This is an optimization exercise on Yosys and OpenROAD, whose aim is a short achievable clock period and few clock cycles per item, not a production implementation. Only simulation tests tie the RTL to the original design; equivalence was not proved.

==> inputs of run a <==
==> flow/design.v (excerpt) <==
module rv_core (
  input  logic        clk,
  input  logic        reset_i,
  output logic [31:0] imem_addr_o,
  input  logic [31:0] imem_data_i,
  output logic [31:0] dmem_addr_o,
  output logic [31:0] dmem_wdata_o,
  output logic [3:0]  dmem_wstrb_o,
  output logic        dmem_we_o,
  input  logic [31:0] dmem_rdata_i,
  input  logic        dmem_stall_i,
  output logic        wb_valid_o,
  output logic [4:0]  wb_addr_o,
  output logic [31:0] wb_data_o
);
make LEC_CHECK=0 ABC_CLOCK_PERIOD_IN_PS=2500 CAP_MARGIN=20 CORE_MARGIN=2 CORE_UTILIZATION=40 CTS_CLUSTER_DIAMETER=80 CTS_CLUSTER_SIZE=30 SETUP_SLACK_MARGIN=4.5 SLEW_MARGIN=20 TNS_END_PERCENT=100 finish   # period 7.5 ns
run.sh (not shown) runs the stock make flow with config.mk's settings and CLKGATE_MAP_FILE= SYNTH_SCRIPT=/design/flow/synth_recipe.tcl, a recipe that flattens the netlist after the stock synthesis.
==> inputs of run b, as changes to run a <==
--- a/flow/design.v
+++ b/flow/design.v
@@ -98,16 +98,33 @@
   endfunction
   function automatic logic [31:0] lanes(input logic [1:0] width, input logic [31:0] v);
     case (width)
       2'b00:   lanes = {4{v[7:0]}};
       2'b01:   lanes = {2{v[15:0]}};
       default: lanes = v;
     endcase
   endfunction
+  function automatic logic [31:0] agu12(input logic [31:0] b, input logic [11:0] off);
+    logic [12:0] lo;
+    logic [19:0] hi;
+    lo = {1'b0, b[11:0]} + {1'b0, off};
+    case ({lo[12], off[11]})
+      2'b10:   hi = b[31:12] + 20'd1;
+      2'b01:   hi = b[31:12] - 20'd1;
+      default: hi = b[31:12];
+    endcase
+    agu12 = {hi, lo[11:0]};
+  endfunction
+  function automatic logic [3:0] onehot4(input logic [1:0] v);
+    onehot4 = 4'b0001 << v;
+  endfunction
+  function automatic logic [7:0] onehot8(input logic [2:0] v);
+    onehot8 = 8'b0000_0001 << v;
+  endfunction
   function automatic logic [3:0] strobes(input logic [1:0] width, input logic [1:0] off);
     case (width)
       2'b00:   strobes = 4'b0001 << off;
       2'b01:   strobes = off[1] ? 4'b1100 : 4'b0011;
       default: strobes = 4'b1111;
     endcase
   endfunction
   logic [31:2] pc_q;      
@@ -120,16 +137,18 @@
   logic [4:0]  d2_rs1, d2_rs2, d2_rd;
   logic        d2_m1, d2_m2;    
   logic        d2_use1, d2_use2, d2_rw, d2_load, d2_store, d2_op, d2_lui, d2_auipc;
   logic [1:0]  d2_width;
   logic        d2_sign;
   logic        d2_addsub, d2_sub, d2_and, d2_or, d2_xor, d2_slt, d2_sltu;
   logic        d2_sll, d2_srl, d2_sra;
   logic [31:0] x_a, x_ash, x_b, x_bx;           
+  logic [3:0]  x_sh1;                           
+  logic [7:0]  x_sh4;                           
   logic [31:0] x_base, x_imm, x_sd;             
   logic [31:0] x_wdata;
   logic [31:2] x_addr;
   logic [3:0]  x_strb;
   logic        x_store, x_load;
   logic [1:0]  x_off;
   logic        x_addsub, x_sub, x_and, x_or, x_xor, x_slt, x_sltu, x_sll, x_sr, x_sra;
   logic [4:0]  x_rd;
@@ -139,21 +158,27 @@
   logic [31:0] m_result;
   logic [4:0]  m_rd;
   logic        m_v;
   logic [31:0] w_data;
   logic [4:0]  w_rd;
   logic        w_v;
   logic [31:0] regs [1:31];
   logic [31:0] res;   
-  logic hold;   
-  logic agi;    
-  logic front;  
-  assign hold  = dmem_stall_i & (x_load | x_store);
-  assign front = hold | agi;
+  logic pkeep;    
+  logic hold;     
+  logic pbusy;    
+  logic agi;      
+  logic memwait;  
+  logic front;    
+  assign pkeep   = dmem_stall_i & (x_load | x_store);
+  assign hold    = dmem_stall_i & x_load;
+  assign pbusy   = dmem_stall_i & x_store;
+  assign memwait = pbusy & (d2_load | d2_store);
+  assign front   = hold | agi | memwait;
   assign imem_addr_o = {pc_q, 2'b00};
   always_ff @(posedge clk) begin
     if (reset_i) begin
       pc_q     <= '0;
       d1_valid <= 1'b0;
     end else begin
       pc_q <= front ? d1_pcn : pc_q + 30'd1;
       if (!front) d1_valid <= 1'b1;
@@ -212,17 +237,17 @@
   assign m2_next = !hold && x_rw && x_rd == (front ? d2_rs2 : rs2) && (front ? d2_use2 : use2);
   always_comb begin
     fix1 = d2_m1 ? m_result : d2_rf1;
     fix2 = d2_m2 ? m_result : d2_rf2;
     if (d2_lui)        base = '0;
     else if (d2_auipc) base = {d2_pc, 2'b00};
     else               base = fix1;
     bsel = d2_op ? fix2 : d2_imm;
-    agu  = fix1 + d2_imm;
+    agu  = d2_m1 ? agu12(m_result, d2_imm[11:0]) : agu12(d2_rf1, d2_imm[11:0]);
   end
   assign agi = (d2_load | d2_store) && d2_use1 && x_rw && x_rd == d2_rs1;
   always_ff @(posedge clk) begin
     if (reset_i) begin
       d2_rw    <= 1'b0;
       d2_load  <= 1'b0;
       d2_store <= 1'b0;
       d2_use1  <= 1'b0;
@@ -273,84 +298,104 @@
   assign fb = d2_op && d2_use2 && x_rw && x_rd == d2_rs2;
   assign fs = d2_store && d2_use2 && x_rw && x_rd == d2_rs2;
   assign sd = fs ? res : fix2;
   always_ff @(posedge clk) begin
     x_a   <= fa ? res : base;
     x_ash <= fa ? (d2_sll ? rev32(res) : res) : (d2_sll ? rev32(base) : base);
     x_b   <= fb ? res : bsel;
     x_bx  <= fb ? (d2_sub ? ~res : res) : (d2_sub ? ~bsel : bsel);
+    x_sh1 <= fb ? onehot4(res[1:0]) : onehot4(bsel[1:0]);
+    x_sh4 <= fb ? onehot8(res[4:2]) : onehot8(bsel[4:2]);
   end
   always_ff @(posedge clk) begin
     x_addsub <= !hold && d2_addsub;
     x_sub    <= !hold && d2_sub;
     x_and    <= !hold && d2_and;
     x_or     <= !hold && d2_or;
     x_xor    <= !hold && d2_xor;
     x_slt    <= !hold && d2_slt;
     x_sltu   <= !hold && d2_sltu;
     x_sll    <= !hold && d2_sll;
     x_sr     <= !hold && (d2_srl | d2_sra);
     x_sra    <= !hold && d2_sra;
   end
   logic [31:0] addr_k;
-  assign addr_k = x_base + x_imm;
+  assign addr_k = agu12(x_base, x_imm[11:0]);
   always_ff @(posedge clk) begin
-    if (hold) begin
+    if (pkeep) begin
       x_addr  <= addr_k[31:2];
       x_wdata <= lanes(x_width, x_sd);
       x_strb  <= x_load ? 4'b0000 : strobes(x_width, x_off);
     end else begin
       x_addr  <= agu[31:2];
       x_wdata <= lanes(d2_width, sd);
       x_strb  <= d2_store ? strobes(d2_width, agu[1:0]) : 4'b0000;
     end
   end
   always_ff @(posedge clk) begin
     if (reset_i) begin
       x_store <= 1'b0;
       x_load  <= 1'b0;
       x_rw    <= 1'b0;
-    end else if (hold) begin
-      x_store <= !x_load;
-      x_load  <= !x_store;
-    end else begin
+    end else if (pbusy) begin
+      x_store <= 1'b1;
+      x_load  <= 1'b0;
+      x_rw    <= d2_rw & ~agi & ~memwait;
+    end else if (!hold) begin
       x_store <= d2_store & ~agi;
       x_load  <= d2_load & ~agi;
       x_rw    <= d2_rw & ~agi;
     end
   end
   always_ff @(posedge clk) begin
-    if (!hold) begin
+    if (!pkeep) begin
       x_base  <= fix1;
       x_imm   <= d2_imm;
       x_sd    <= sd;
       x_off   <= agu[1:0];
-      x_rd    <= d2_rd;
       x_width <= d2_width;
       x_sign  <= d2_sign;
     end
+    if (!hold) begin
+      x_rd    <= d2_rd;
+    end
   end
   logic [31:0] sr, lane, ld;
-  logic [32:0] sum;
+  logic [33:0] sumc;
+  logic [31:0] sum;
   logic        lt_s, lt_u, fill;
-  assign sum  = {1'b0, x_a} + {1'b0, x_bx} + {32'd0, x_sub};
-  assign lt_u = ~sum[32];
+  assign sumc = {1'b0, x_a, 1'b1} + {1'b0, x_bx, x_sub};
+  assign sum  = sumc[32:1];
+  assign lt_u = ~sumc[33];
   assign lt_s = (x_a[31] ^ x_b[31]) ? x_a[31] : sum[31];
+  logic [34:0] sx;
+  logic [31:0] s1;
   assign fill = x_sra & x_ash[31];
-  assign sr   = 32'($signed({fill, x_ash}) >>> x_b[4:0]);
+  assign sx   = {{3{fill}}, x_ash};
+  always_comb begin
+    for (int i = 0; i < 32; i++) begin
+      s1[i] = (x_sh1[0] & sx[i]) | (x_sh1[1] & sx[i+1]) | (x_sh1[2] & sx[i+2]) | (x_sh1[3] & sx[i+3]);
+    end
+    for (int i = 0; i < 32; i++) begin
+      sr[i] = 1'b0;
+      for (int k = 0; k < 8; k++) begin
+        sr[i] = sr[i] | (x_sh4[k] & ((i + 4*k < 32) ? s1[(i + 4*k) % 32] : fill));
+      end
+    end
+  end
   assign lane = dmem_rdata_i >> {x_off, 3'b000};
   always_comb begin
     case (x_width)
       2'b00:   ld = {{24{x_sign & lane[7]}}, lane[7:0]};
       2'b01:   ld = {{16{x_sign & lane[15]}}, lane[15:0]};
       default: ld = dmem_rdata_i;
     endcase
   end
-  assign res = ({32{x_addsub}} & sum[31:0])
+  assign res = ({32{x_addsub}} & sum)
              | ({32{x_and}}    & (x_a & x_b))
              | ({32{x_or}}     & (x_a | x_b))
              | ({32{x_xor}}    & (x_a ^ x_b))
              | {31'd0, (x_slt & lt_s) | (x_sltu & lt_u)}
              | ({32{x_sll}}    & rev32(sr))
              | ({32{x_sr}}     & sr)
              | ({32{x_load}}   & ld);
   assign dmem_addr_o  = {x_addr, 2'b00};
==> flow/config.mk (replaced) <==
export PLATFORM = sky130hd
export DESIGN_NAME = rv_core
export DESIGN_NICKNAME = rv_core
export VERILOG_FILES = /design/flow/design.v
export SDC_FILE = /design/flow/constraint.sdc
export NUM_CORES = 4
export LEC_CHECK = 0
export CAP_MARGIN = 20
export CORE_MARGIN = 2
export CORE_UTILIZATION = 50
export PLACE_DENSITY = 0.65
export SETUP_SLACK_MARGIN = 4.0
export SLEW_MARGIN = 20
export TNS_END_PERCENT = 100
==> inputs of run c, as changes to run a <==
--- a/flow/design.v
+++ b/flow/design.v
@@ -139,21 +139,27 @@
   logic [31:0] m_result;
   logic [4:0]  m_rd;
   logic        m_v;
   logic [31:0] w_data;
   logic [4:0]  w_rd;
   logic        w_v;
   logic [31:0] regs [1:31];
   logic [31:0] res;   
-  logic hold;   
-  logic agi;    
-  logic front;  
-  assign hold  = dmem_stall_i & (x_load | x_store);
-  assign front = hold | agi;
+  logic pkeep;    
+  logic hold;     
+  logic pbusy;    
+  logic agi;      
+  logic memwait;  
+  logic front;    
+  assign pkeep   = dmem_stall_i & (x_load | x_store);
+  assign hold    = dmem_stall_i & x_load;
+  assign pbusy   = dmem_stall_i & x_store;
+  assign memwait = pbusy & (d2_load | d2_store);
+  assign front   = hold | agi | memwait;
   assign imem_addr_o = {pc_q, 2'b00};
   always_ff @(posedge clk) begin
     if (reset_i) begin
       pc_q     <= '0;
       d1_valid <= 1'b0;
     end else begin
       pc_q <= front ? d1_pcn : pc_q + 30'd1;
       if (!front) d1_valid <= 1'b1;
@@ -289,68 +295,73 @@
     x_sltu   <= !hold && d2_sltu;
     x_sll    <= !hold && d2_sll;
     x_sr     <= !hold && (d2_srl | d2_sra);
     x_sra    <= !hold && d2_sra;
   end
   logic [31:0] addr_k;
   assign addr_k = x_base + x_imm;
   always_ff @(posedge clk) begin
-    if (hold) begin
+    if (pkeep) begin
       x_addr  <= addr_k[31:2];
       x_wdata <= lanes(x_width, x_sd);
       x_strb  <= x_load ? 4'b0000 : strobes(x_width, x_off);
     end else begin
       x_addr  <= agu[31:2];
       x_wdata <= lanes(d2_width, sd);
       x_strb  <= d2_store ? strobes(d2_width, agu[1:0]) : 4'b0000;
     end
   end
   always_ff @(posedge clk) begin
     if (reset_i) begin
       x_store <= 1'b0;
       x_load  <= 1'b0;
       x_rw    <= 1'b0;
-    end else if (hold) begin
-      x_store <= !x_load;
-      x_load  <= !x_store;
-    end else begin
+    end else if (pbusy) begin
+      x_store <= 1'b1;
+      x_load  <= 1'b0;
+      x_rw    <= d2_rw & ~agi & ~memwait;
+    end else if (!hold) begin
       x_store <= d2_store & ~agi;
       x_load  <= d2_load & ~agi;
       x_rw    <= d2_rw & ~agi;
     end
   end
   always_ff @(posedge clk) begin
-    if (!hold) begin
+    if (!pkeep) begin
       x_base  <= fix1;
       x_imm   <= d2_imm;
       x_sd    <= sd;
       x_off   <= agu[1:0];
-      x_rd    <= d2_rd;
       x_width <= d2_width;
       x_sign  <= d2_sign;
     end
+    if (!hold) begin
+      x_rd    <= d2_rd;
+    end
   end
   logic [31:0] sr, lane, ld;
-  logic [32:0] sum;
+  logic [33:0] sumc;
+  logic [31:0] sum;
   logic        lt_s, lt_u, fill;
-  assign sum  = {1'b0, x_a} + {1'b0, x_bx} + {32'd0, x_sub};
-  assign lt_u = ~sum[32];
+  assign sumc = {1'b0, x_a, 1'b1} + {1'b0, x_bx, x_sub};
+  assign sum  = sumc[32:1];
+  assign lt_u = ~sumc[33];
   assign lt_s = (x_a[31] ^ x_b[31]) ? x_a[31] : sum[31];
   assign fill = x_sra & x_ash[31];
   assign sr   = 32'($signed({fill, x_ash}) >>> x_b[4:0]);
   assign lane = dmem_rdata_i >> {x_off, 3'b000};
   always_comb begin
     case (x_width)
       2'b00:   ld = {{24{x_sign & lane[7]}}, lane[7:0]};
       2'b01:   ld = {{16{x_sign & lane[15]}}, lane[15:0]};
       default: ld = dmem_rdata_i;
     endcase
   end
-  assign res = ({32{x_addsub}} & sum[31:0])
+  assign res = ({32{x_addsub}} & sum)
              | ({32{x_and}}    & (x_a & x_b))
              | ({32{x_or}}     & (x_a | x_b))
              | ({32{x_xor}}    & (x_a ^ x_b))
              | {31'd0, (x_slt & lt_s) | (x_sltu & lt_u)}
              | ({32{x_sll}}    & rev32(sr))
              | ({32{x_sr}}     & sr)
              | ({32{x_load}}   & ld);
   assign dmem_addr_o  = {x_addr, 2'b00};
==> flow/config.mk (replaced) <==
export PLATFORM = sky130hd
export DESIGN_NAME = rv_core
export DESIGN_NICKNAME = rv_core
export VERILOG_FILES = /design/flow/design.v
export SDC_FILE = /design/flow/constraint.sdc
export NUM_CORES = 4
export LEC_CHECK = 0
export ABC_CLOCK_PERIOD_IN_PS = 800
export CAP_MARGIN = 20
export CORE_MARGIN = 2
export CORE_UTILIZATION = 40
export SETUP_SLACK_MARGIN = 4.5
export SLEW_MARGIN = 20
export TNS_END_PERCENT = 100
==> inputs of run d, as changes to run a <==
--- a/flow/design.v
+++ b/flow/design.v
@@ -98,16 +98,33 @@
   endfunction
   function automatic logic [31:0] lanes(input logic [1:0] width, input logic [31:0] v);
     case (width)
       2'b00:   lanes = {4{v[7:0]}};
       2'b01:   lanes = {2{v[15:0]}};
       default: lanes = v;
     endcase
   endfunction
+  function automatic logic [31:0] agu12(input logic [31:0] b, input logic [11:0] off);
+    logic [12:0] lo;
+    logic [19:0] hi;
+    lo = {1'b0, b[11:0]} + {1'b0, off};
+    case ({lo[12], off[11]})
+      2'b10:   hi = b[31:12] + 20'd1;
+      2'b01:   hi = b[31:12] - 20'd1;
+      default: hi = b[31:12];
+    endcase
+    agu12 = {hi, lo[11:0]};
+  endfunction
+  function automatic logic [3:0] onehot4(input logic [1:0] v);
+    onehot4 = 4'b0001 << v;
+  endfunction
+  function automatic logic [7:0] onehot8(input logic [2:0] v);
+    onehot8 = 8'b0000_0001 << v;
+  endfunction
   function automatic logic [3:0] strobes(input logic [1:0] width, input logic [1:0] off);
     case (width)
       2'b00:   strobes = 4'b0001 << off;
       2'b01:   strobes = off[1] ? 4'b1100 : 4'b0011;
       default: strobes = 4'b1111;
     endcase
   endfunction
   logic [31:2] pc_q;      
@@ -120,16 +137,18 @@
   logic [4:0]  d2_rs1, d2_rs2, d2_rd;
   logic        d2_m1, d2_m2;    
   logic        d2_use1, d2_use2, d2_rw, d2_load, d2_store, d2_op, d2_lui, d2_auipc;
   logic [1:0]  d2_width;
   logic        d2_sign;
   logic        d2_addsub, d2_sub, d2_and, d2_or, d2_xor, d2_slt, d2_sltu;
   logic        d2_sll, d2_srl, d2_sra;
   logic [31:0] x_a, x_ash, x_b, x_bx;           
+  logic [3:0]  x_sh1;                           
+  logic [7:0]  x_sh4;                           
   logic [31:0] x_base, x_imm, x_sd;             
   logic [31:0] x_wdata;
   logic [31:2] x_addr;
   logic [3:0]  x_strb;
   logic        x_store, x_load;
   logic [1:0]  x_off;
   logic        x_addsub, x_sub, x_and, x_or, x_xor, x_slt, x_sltu, x_sll, x_sr, x_sra;
   logic [4:0]  x_rd;
@@ -139,21 +158,27 @@
   logic [31:0] m_result;
   logic [4:0]  m_rd;
   logic        m_v;
   logic [31:0] w_data;
   logic [4:0]  w_rd;
   logic        w_v;
   logic [31:0] regs [1:31];
   logic [31:0] res;   
-  logic hold;   
-  logic agi;    
-  logic front;  
-  assign hold  = dmem_stall_i & (x_load | x_store);
-  assign front = hold | agi;
+  logic pkeep;    
+  logic hold;     
+  logic pbusy;    
+  logic agi;      
+  logic memwait;  
+  logic front;    
+  assign pkeep   = dmem_stall_i & (x_load | x_store);
+  assign hold    = dmem_stall_i & x_load;
+  assign pbusy   = dmem_stall_i & x_store;
+  assign memwait = pbusy & (d2_load | d2_store);
+  assign front   = hold | agi | memwait;
   assign imem_addr_o = {pc_q, 2'b00};
   always_ff @(posedge clk) begin
     if (reset_i) begin
       pc_q     <= '0;
       d1_valid <= 1'b0;
     end else begin
       pc_q <= front ? d1_pcn : pc_q + 30'd1;
       if (!front) d1_valid <= 1'b1;
@@ -212,17 +237,17 @@
   assign m2_next = !hold && x_rw && x_rd == (front ? d2_rs2 : rs2) && (front ? d2_use2 : use2);
   always_comb begin
     fix1 = d2_m1 ? m_result : d2_rf1;
     fix2 = d2_m2 ? m_result : d2_rf2;
     if (d2_lui)        base = '0;
     else if (d2_auipc) base = {d2_pc, 2'b00};
     else               base = fix1;
     bsel = d2_op ? fix2 : d2_imm;
-    agu  = fix1 + d2_imm;
+    agu  = d2_m1 ? agu12(m_result, d2_imm[11:0]) : agu12(d2_rf1, d2_imm[11:0]);
   end
   assign agi = (d2_load | d2_store) && d2_use1 && x_rw && x_rd == d2_rs1;
   always_ff @(posedge clk) begin
     if (reset_i) begin
       d2_rw    <= 1'b0;
       d2_load  <= 1'b0;
       d2_store <= 1'b0;
       d2_use1  <= 1'b0;
@@ -273,84 +298,104 @@
   assign fb = d2_op && d2_use2 && x_rw && x_rd == d2_rs2;
   assign fs = d2_store && d2_use2 && x_rw && x_rd == d2_rs2;
   assign sd = fs ? res : fix2;
   always_ff @(posedge clk) begin
     x_a   <= fa ? res : base;
     x_ash <= fa ? (d2_sll ? rev32(res) : res) : (d2_sll ? rev32(base) : base);
     x_b   <= fb ? res : bsel;
     x_bx  <= fb ? (d2_sub ? ~res : res) : (d2_sub ? ~bsel : bsel);
+    x_sh1 <= fb ? onehot4(res[1:0]) : onehot4(bsel[1:0]);
+    x_sh4 <= fb ? onehot8(res[4:2]) : onehot8(bsel[4:2]);
   end
   always_ff @(posedge clk) begin
     x_addsub <= !hold && d2_addsub;
     x_sub    <= !hold && d2_sub;
     x_and    <= !hold && d2_and;
     x_or     <= !hold && d2_or;
     x_xor    <= !hold && d2_xor;
     x_slt    <= !hold && d2_slt;
     x_sltu   <= !hold && d2_sltu;
     x_sll    <= !hold && d2_sll;
     x_sr     <= !hold && (d2_srl | d2_sra);
     x_sra    <= !hold && d2_sra;
   end
   logic [31:0] addr_k;
-  assign addr_k = x_base + x_imm;
+  assign addr_k = agu12(x_base, x_imm[11:0]);
   always_ff @(posedge clk) begin
-    if (hold) begin
+    if (pkeep) begin
       x_addr  <= addr_k[31:2];
       x_wdata <= lanes(x_width, x_sd);
       x_strb  <= x_load ? 4'b0000 : strobes(x_width, x_off);
     end else begin
       x_addr  <= agu[31:2];
       x_wdata <= lanes(d2_width, sd);
       x_strb  <= d2_store ? strobes(d2_width, agu[1:0]) : 4'b0000;
     end
   end
   always_ff @(posedge clk) begin
     if (reset_i) begin
       x_store <= 1'b0;
       x_load  <= 1'b0;
       x_rw    <= 1'b0;
-    end else if (hold) begin
-      x_store <= !x_load;
-      x_load  <= !x_store;
-    end else begin
+    end else if (pbusy) begin
+      x_store <= 1'b1;
+      x_load  <= 1'b0;
+      x_rw    <= d2_rw & ~agi & ~memwait;
+    end else if (!hold) begin
       x_store <= d2_store & ~agi;
       x_load  <= d2_load & ~agi;
       x_rw    <= d2_rw & ~agi;
     end
   end
   always_ff @(posedge clk) begin
-    if (!hold) begin
+    if (!pkeep) begin
       x_base  <= fix1;
       x_imm   <= d2_imm;
       x_sd    <= sd;
       x_off   <= agu[1:0];
-      x_rd    <= d2_rd;
       x_width <= d2_width;
       x_sign  <= d2_sign;
     end
+    if (!hold) begin
+      x_rd    <= d2_rd;
+    end
   end
   logic [31:0] sr, lane, ld;
-  logic [32:0] sum;
+  logic [33:0] sumc;
+  logic [31:0] sum;
   logic        lt_s, lt_u, fill;
-  assign sum  = {1'b0, x_a} + {1'b0, x_bx} + {32'd0, x_sub};
-  assign lt_u = ~sum[32];
+  assign sumc = {1'b0, x_a, 1'b1} + {1'b0, x_bx, x_sub};
+  assign sum  = sumc[32:1];
+  assign lt_u = ~sumc[33];
   assign lt_s = (x_a[31] ^ x_b[31]) ? x_a[31] : sum[31];
+  logic [34:0] sx;
+  logic [31:0] s1;
   assign fill = x_sra & x_ash[31];
-  assign sr   = 32'($signed({fill, x_ash}) >>> x_b[4:0]);
+  assign sx   = {{3{fill}}, x_ash};
+  always_comb begin
+    for (int i = 0; i < 32; i++) begin
+      s1[i] = (x_sh1[0] & sx[i]) | (x_sh1[1] & sx[i+1]) | (x_sh1[2] & sx[i+2]) | (x_sh1[3] & sx[i+3]);
+    end
+    for (int i = 0; i < 32; i++) begin
+      sr[i] = 1'b0;
+      for (int k = 0; k < 8; k++) begin
+        sr[i] = sr[i] | (x_sh4[k] & ((i + 4*k < 32) ? s1[(i + 4*k) % 32] : fill));
+      end
+    end
+  end
   assign lane = dmem_rdata_i >> {x_off, 3'b000};
   always_comb begin
     case (x_width)
       2'b00:   ld = {{24{x_sign & lane[7]}}, lane[7:0]};
       2'b01:   ld = {{16{x_sign & lane[15]}}, lane[15:0]};
       default: ld = dmem_rdata_i;
     endcase
   end
-  assign res = ({32{x_addsub}} & sum[31:0])
+  assign res = ({32{x_addsub}} & sum)
              | ({32{x_and}}    & (x_a & x_b))
              | ({32{x_or}}     & (x_a | x_b))
              | ({32{x_xor}}    & (x_a ^ x_b))
              | {31'd0, (x_slt & lt_s) | (x_sltu & lt_u)}
              | ({32{x_sll}}    & rev32(sr))
              | ({32{x_sr}}     & sr)
              | ({32{x_load}}   & ld);
   assign dmem_addr_o  = {x_addr, 2'b00};
==> flow/config.mk (replaced) <==
export PLATFORM = sky130hd
export DESIGN_NAME = rv_core
export DESIGN_NICKNAME = rv_core
export VERILOG_FILES = /design/flow/design.v
export SDC_FILE = /design/flow/constraint.sdc
export NUM_CORES = 4
export LEC_CHECK = 0
export ABC_CLOCK_PERIOD_IN_PS = 2500
export CAP_MARGIN = 20
export CORE_MARGIN = 2
export CORE_UTILIZATION = 40
export SETUP_SLACK_MARGIN = 4.5
export SLEW_MARGIN = 20
export TNS_END_PERCENT = 100
==> flow_summary.json <==
{
  "status": "complete, no violations",
  "gp_congestion": 0.987,
  "worstRegToRegCells": 28,
  "path_buf_inv": 2,
  "nClkBuffers": 229,
  "place_ws_ns": 2.16,
  "synthMuxAreaShare_pct": 20.2,
  "seq-cell-share_pct": 48.3
}
the above is filed under run b

==> flow_summary.json <==
{
  "min_from": "m_rd[2]$_DFF_P_",
  "place_ws_ns": 2.42,
  "synthMuxAreaShare_pct": 22.4,
  "status": "complete, no violations",
  "seq-cell-share_pct": 47.3,
  "gp_congestion": 0.963,
  "nClkBuffers": 108
}
the above is filed under run a

==> flow_summary.json <==
{
  "gp_congestion": 0.959,
  "nClkBuffers": 222,
  "synthMuxAreaShare_pct": 20.2,
  "status": "complete, no violations"
}
the above is filed under run d

==> flow_summary.json <==
{
  "status": "complete, no violations",
  "path_buf_inv": 1,
  "place_ws_ns": 2.47,
  "gp_congestion": 0.969,
  "worstRegToRegCells": 13,
  "tritoncts": "yes",
  "synthMuxAreaShare_pct": 22.0
}
the above is filed under run c

Testbench counts of run a, summed over its fixed seeds: cycles 11,802, instrs 11,200.
Testbench counts of run b, summed over its fixed seeds: cycles 11,705, instrs 11,200.
Testbench counts of run c, summed over its fixed seeds: cycles 11,705, instrs 11,200.
Testbench counts of run d, summed over its fixed seeds: cycles 11,705, instrs 11,200.

re-timing with driven ports:
The results above use ideal ports. As a check the final layouts listed here were re-extracted and re-timed, cells and wires unchanged.
Step 1 sets driving cells, clkbuf_16 on the clock port and buf_2 on the other inputs (assumed; they add their load-dependent delay and slew).
Step 2, shift: input delay + t, output delay - t, t = (earliest + latest rising clock arrival at the registers) / 2. This alone moves slack from input paths to output paths.
a / b / c = ideal / step 1 / step 2; a / b = the first two.
run | t, ns | slack for setup (ns) | worst register clock-pin slew, ns
run a | 0.882 | 3.708 / 3.708 / 3.213 | 0.12 / 0.12
run b | 0.896 | 2.483 / 2.483 / 2.483 | 0.07 / 0.07
run c | 0.928 | 3.830 / 3.830 / 3.395 | 0.07 / 0.07
run d | 0.924 | 2.515 / 2.515 / 2.515 | 0.07 / 0.07
After both steps every run listed still meets setup and hold. For run a, which loses most, drivers alone change the setup slack by 0.000 ns; drivers and shift together by -0.495 ns.
